Context: an optimization exercise on an open-source flow, tuned for small area. The choices shown serve that exercise and are no tape-out recipe. Only simulation tests tie the RTL to the original design; equivalence was not proved.

==> v21 <==
==> flow/design.v <==
module my_converter_64_2_256 #(
    parameter int C_M_AXIS_DATA_WIDTH  = 256,
    parameter int C_S_AXIS_DATA_WIDTH  = 64,
    parameter int C_M_AXIS_TUSER_WIDTH = 128,
    parameter int C_S_AXIS_TUSER_WIDTH = 128
) (
    input  logic                              axi_aclk,
    input  logic                              axi_reset,
    input  logic [C_S_AXIS_DATA_WIDTH-1:0]    s_axis_tdata,
    input  logic [C_S_AXIS_DATA_WIDTH/8-1:0]  s_axis_tstrb,
    input  logic [C_S_AXIS_TUSER_WIDTH-1:0]   s_axis_tuser,
    input  logic                              s_axis_tvalid,
    output logic                              s_axis_tready,
    input  logic                              s_axis_tlast,
    output logic [C_M_AXIS_DATA_WIDTH-1:0]    m_axis_tdata,
    output logic [C_M_AXIS_DATA_WIDTH/8-1:0]  m_axis_tstrb,
    output logic [C_M_AXIS_TUSER_WIDTH-1:0]   m_axis_tuser,
    output logic                              m_axis_tvalid,
    input  logic                              m_axis_tready,
    output logic                              m_axis_tlast
);
    localparam int SW = C_S_AXIS_DATA_WIDTH;
    localparam int SB = C_S_AXIS_DATA_WIDTH / 8;
    localparam int MW = C_M_AXIS_DATA_WIDTH;
    localparam int MB = C_M_AXIS_DATA_WIDTH / 8;
    logic [1:0]                        lane_q;    
    logic [1:0]                        lane_inc;
    logic                              m_vld_q;
    logic [MW-1:0]                     m_data_q;
    logic [MB-1:0]                     m_strb_q;
    logic [C_M_AXIS_TUSER_WIDTH-1:0]   m_user_q;
    logic                              m_last_q;
    localparam logic [7:0] LANE_CODE = 8'b10_11_01_00;
    logic       accept;
    logic       complete;
    logic [3:0] ld;      
    logic [3:0] hold;    
    assign s_axis_tready = !axi_reset && (!m_vld_q || m_axis_tready);
    assign accept        = s_axis_tvalid && s_axis_tready;
    assign complete      = accept && (s_axis_tlast || lane_q == LANE_CODE[7:6]);
    assign lane_inc      = {lane_q[0], !lane_q[1]};
    assign m_axis_tdata  = m_data_q;
    assign m_axis_tstrb  = m_strb_q;
    assign m_axis_tuser  = m_user_q;
    assign m_axis_tvalid = m_vld_q;
    assign m_axis_tlast  = m_last_q;
    always_comb begin
        for (int i = 0; i < 4; i++) ld[i] = accept && lane_q == LANE_CODE[2*i +: 2];
        hold[0] = !ld[0];
        for (int i = 1; i < 4; i++) hold[i] = !ld[i] && !ld[0];
    end
    always_ff @(posedge axi_aclk or posedge axi_reset) begin
        if (axi_reset) begin
            lane_q  <= '0;
            m_vld_q <= 1'b0;
        end else begin
            if (complete)    lane_q <= 2'd0;
            else if (accept) lane_q <= lane_inc;
            m_vld_q <= complete || (m_vld_q && !m_axis_tready);
        end
    end
    logic [MW-1:0]                   m_data_d;
    logic [MB-1:0]                   m_strb_d;
    logic [C_M_AXIS_TUSER_WIDTH-1:0] m_user_d;
    for (genvar i = 0; i < 4; i++) begin : g_lane
        upconv_lane_sel #(.W(SW + SB)) u_sel (
            .ld   (ld[i]),
            .hold (hold[i]),
            .d    ({s_axis_tstrb, s_axis_tdata}),
            .q    ({m_strb_q[i*SB +: SB], m_data_q[i*SW +: SW]}),
            .y    ({m_strb_d[i*SB +: SB], m_data_d[i*SW +: SW]})
        );
    end
    upconv_lane_sel #(.W(C_M_AXIS_TUSER_WIDTH)) u_sel_user (
        .ld   (ld[0]),
        .hold (hold[0]),
        .d    (s_axis_tuser),
        .q    (m_user_q),
        .y    (m_user_d)
    );
    logic m_last_d;
    upconv_lane_sel #(.W(1)) u_sel_last (
        .ld   (accept),
        .hold (!accept),
        .d    (s_axis_tlast),
        .q    (m_last_q),
        .y    (m_last_d)
    );
    always_ff @(posedge axi_aclk) begin
        m_data_q <= m_data_d;
        m_strb_q <= m_strb_d;
        m_user_q <= m_user_d;
        m_last_q <= m_last_d;
    end
endmodule
module upconv_lane_sel #(
    parameter int W = 72
) (
    input  logic         ld,
    input  logic         hold,
    input  logic [W-1:0] d,
    input  logic [W-1:0] q,
    output logic [W-1:0] y
);
    assign y = ({W{ld}} & d) | ({W{hold}} & q);
endmodule
==> flow/flow/run.sh <==
#!/bin/bash
# Standard ORFS layout with three changes:
#  - synthesis maps logic with an area-recovering ABC script (strash; dch; amap), on a private
#    copy of the ORFS scripts; everything else in synthesis is the standard one, so the
#    registers (names, count, cell types) are exactly the standard synthesis's;
#  - the port buffers that global placement inserts are buf_1 cells;
#  - clock tree synthesis uses clkbuf_8 cells driving larger sink clusters, and no dummy loads.
set -euo pipefail
cp -r "$FLOW_HOME/scripts" ./myscripts
printf 'strash\ndch\namap\ntopo\n' > myscripts/abc_area.script
bash standard.sh "SCRIPTS_DIR=$PWD/myscripts" synth > synth_stage.log 2>&1
bash standard.sh "BUFFER_PORTS_ARGS=-buffer_cell sky130_fd_sc_hd__buf_1" \
  "CTS_ARGS=-sink_clustering_enable -repair_clock_nets -dont_use_dummy_load -buf_list sky130_fd_sc_hd__clkbuf_8 -sink_clustering_size 20 -sink_clustering_max_diameter 60" \
  finish > layout_stage.log 2>&1
==> flow/standard.sh <==
#!/bin/bash
# synth_recipe.tcl (not shown) runs the flow's synth.tcl, then flattens the netlist and writes it again
# the make line also repeats each setting of config.mk as NAME=value (left out here)
make -C /OpenROAD-flow-scripts/flow DESIGN_CONFIG=/design/flow/config.mk WORK_HOME=/design/flow/orfs CLKGATE_MAP_FILE= SYNTH_SCRIPT=/design/flow/synth_recipe.tcl "${@:-finish}"
==> flow/config.mk <==
export PLATFORM = sky130hd
export DESIGN_NAME = my_converter_64_2_256
export DESIGN_NICKNAME = my_converter_64_2_256
export VERILOG_FILES = /design/flow/design.v
export SDC_FILE = /design/flow/constraint.sdc
export NUM_CORES = 4
export LEC_CHECK = 0
export ABC_AREA = 1
export CAP_MARGIN = 20
export CORE_MARGIN = 2
export CORE_UTILIZATION = 40
export SLEW_MARGIN = 20
export SYNTH_HIERARCHICAL = 1
==> flow/constraint.sdc <==
create_clock -name core_clock -period 5.0 [get_ports {axi_aclk}]
set_input_delay 1.0000 -clock core_clock [delete_from_list [all_inputs] [get_ports {axi_aclk}]]
set_output_delay 1.0000 -clock core_clock [all_outputs]
set_load 0.01 [all_outputs]
==> inputs of v33, as changes to v21 <==
==> flow/design.v (replaced) <==
module my_converter_64_2_256 #(
    parameter int C_M_AXIS_DATA_WIDTH  = 256,
    parameter int C_S_AXIS_DATA_WIDTH  = 64,
    parameter int C_M_AXIS_TUSER_WIDTH = 128,
    parameter int C_S_AXIS_TUSER_WIDTH = 128
) (
    input  logic                              axi_aclk,
    input  logic                              axi_reset,
    input  logic [C_S_AXIS_DATA_WIDTH-1:0]    s_axis_tdata,
    input  logic [C_S_AXIS_DATA_WIDTH/8-1:0]  s_axis_tstrb,
    input  logic [C_S_AXIS_TUSER_WIDTH-1:0]   s_axis_tuser,
    input  logic                              s_axis_tvalid,
    output logic                              s_axis_tready,
    input  logic                              s_axis_tlast,
    output logic [C_M_AXIS_DATA_WIDTH-1:0]    m_axis_tdata,
    output logic [C_M_AXIS_DATA_WIDTH/8-1:0]  m_axis_tstrb,
    output logic [C_M_AXIS_TUSER_WIDTH-1:0]   m_axis_tuser,
    output logic                              m_axis_tvalid,
    input  logic                              m_axis_tready,
    output logic                              m_axis_tlast
);
    localparam int SW = C_S_AXIS_DATA_WIDTH;
    localparam int SB = C_S_AXIS_DATA_WIDTH / 8;
    localparam int MW = C_M_AXIS_DATA_WIDTH;
    localparam int MB = C_M_AXIS_DATA_WIDTH / 8;
    logic [1:0]                        lane_q;
    logic                              m_vld_q;
    logic [MW-1:0]                     m_data_q;
    logic [MB-1:0]                     m_strb_q;
    logic [C_M_AXIS_TUSER_WIDTH-1:0]   m_user_q;
    logic                              m_last_q;
    logic       accept;
    logic       complete;
    logic [3:0] ld;      
    logic [3:0] hold;    
    assign s_axis_tready = !axi_reset && (!m_vld_q || m_axis_tready);
    assign accept        = s_axis_tvalid && s_axis_tready;
    assign complete      = accept && (s_axis_tlast || lane_q == 2'd3);
    assign m_axis_tdata  = m_data_q;
    assign m_axis_tstrb  = m_strb_q;
    assign m_axis_tuser  = m_user_q;
    assign m_axis_tvalid = m_vld_q;
    assign m_axis_tlast  = m_last_q;
    always_comb begin
        for (int i = 0; i < 4; i++) ld[i] = accept && lane_q == 2'(i);
        hold[0] = !ld[0];
        for (int i = 1; i < 4; i++) hold[i] = !ld[i] && !ld[0];
    end
    always_ff @(posedge axi_aclk or posedge axi_reset) begin
        if (axi_reset) begin
            lane_q  <= '0;
            m_vld_q <= 1'b0;
        end else begin
            if (complete)    lane_q <= 2'd0;
            else if (accept) lane_q <= lane_q + 2'd1;
            m_vld_q <= complete || (m_vld_q && !m_axis_tready);
        end
    end
    always_ff @(posedge axi_aclk) begin
        for (int i = 0; i < 4; i++) begin
            m_data_q[i*SW +: SW] <= ({SW{ld[i]}} & s_axis_tdata) | ({SW{hold[i]}} & m_data_q[i*SW +: SW]);
            m_strb_q[i*SB +: SB] <= ({SB{ld[i]}} & s_axis_tstrb) | ({SB{hold[i]}} & m_strb_q[i*SB +: SB]);
        end
        m_user_q <= ({C_M_AXIS_TUSER_WIDTH{ld[0]}} & s_axis_tuser) | ({C_M_AXIS_TUSER_WIDTH{hold[0]}} & m_user_q);
        if (accept) m_last_q <= s_axis_tlast;
    end
endmodule
==> flow/run.sh (new file) <==
#!/bin/bash
# synth_recipe.tcl (not shown) runs the flow's synth.tcl, then flattens the netlist and writes it again
# the make line also repeats each setting of config.mk as NAME=value (left out here)
make -C /OpenROAD-flow-scripts/flow DESIGN_CONFIG=/design/flow/config.mk WORK_HOME=/design/flow/orfs CLKGATE_MAP_FILE= SYNTH_SCRIPT=/design/flow/synth_recipe.tcl finish
--- a/flow/config.mk
+++ b/flow/config.mk
@@ -12,2 +12 @@
 export SLEW_MARGIN = 20
-export SYNTH_HIERARCHICAL = 1
removed: flow/flow/run.sh
removed: flow/standard.sh
==> notes <==
- In v21 the cell count is lower than in v33, by 16%.
- Against v21, the die area of v33 is higher by about 18%.
- Cell area: v21 is lower than v33 (about 30%).
- In v33 the clock-buffer cell count is higher than in v21, by 41.
- Of v33 and v21, v33 has the higher utilization (gap 10 points).
- Of v33 and v21, v21 has the higher critical path depth (gap 6).
- Register-to-register slack: v33 is better than v21 (180 ps).
- In v33 the worst setup slack is lower than in v21, by 380 ps.
- Of v21 and v33, v33 has the higher routed wire length (gap about 18%, measured against v33).
- Sequential share of layout area: v21 is higher than v33 (7.1 points).
- In flip-flop and latch count, v33 and v21 do not differ.

separate check: timing with driven ports:
No port has a modelled driver above. Below, the same layouts with a new extraction and two added sets of constraints.
Step 1 assumes that a clkbuf_16 drives the clock port and a buf_2 every other input.
Step 2 also shifts input and output timing later by t, the mid clock arrival at the registers, as if the neighbouring blocks saw the same clock.
Three values: no drivers, after step 1, after step 2; two values: the first two.
run | shift t [ns] | setup WS [ns] | worst register clock-pin slew, ns
v21 | 0.623 | 2.124 / 2.143 / 1.520 | 0.12 / 0.12
v33 | 0.603 | 1.741 / 1.690 / 1.419 | 0.06 / 0.06
After both steps setup and hold are still met in every run listed. For v21, which loses most, drivers alone change the setup slack by +0.019 ns; drivers and shift together by -0.604 ns.
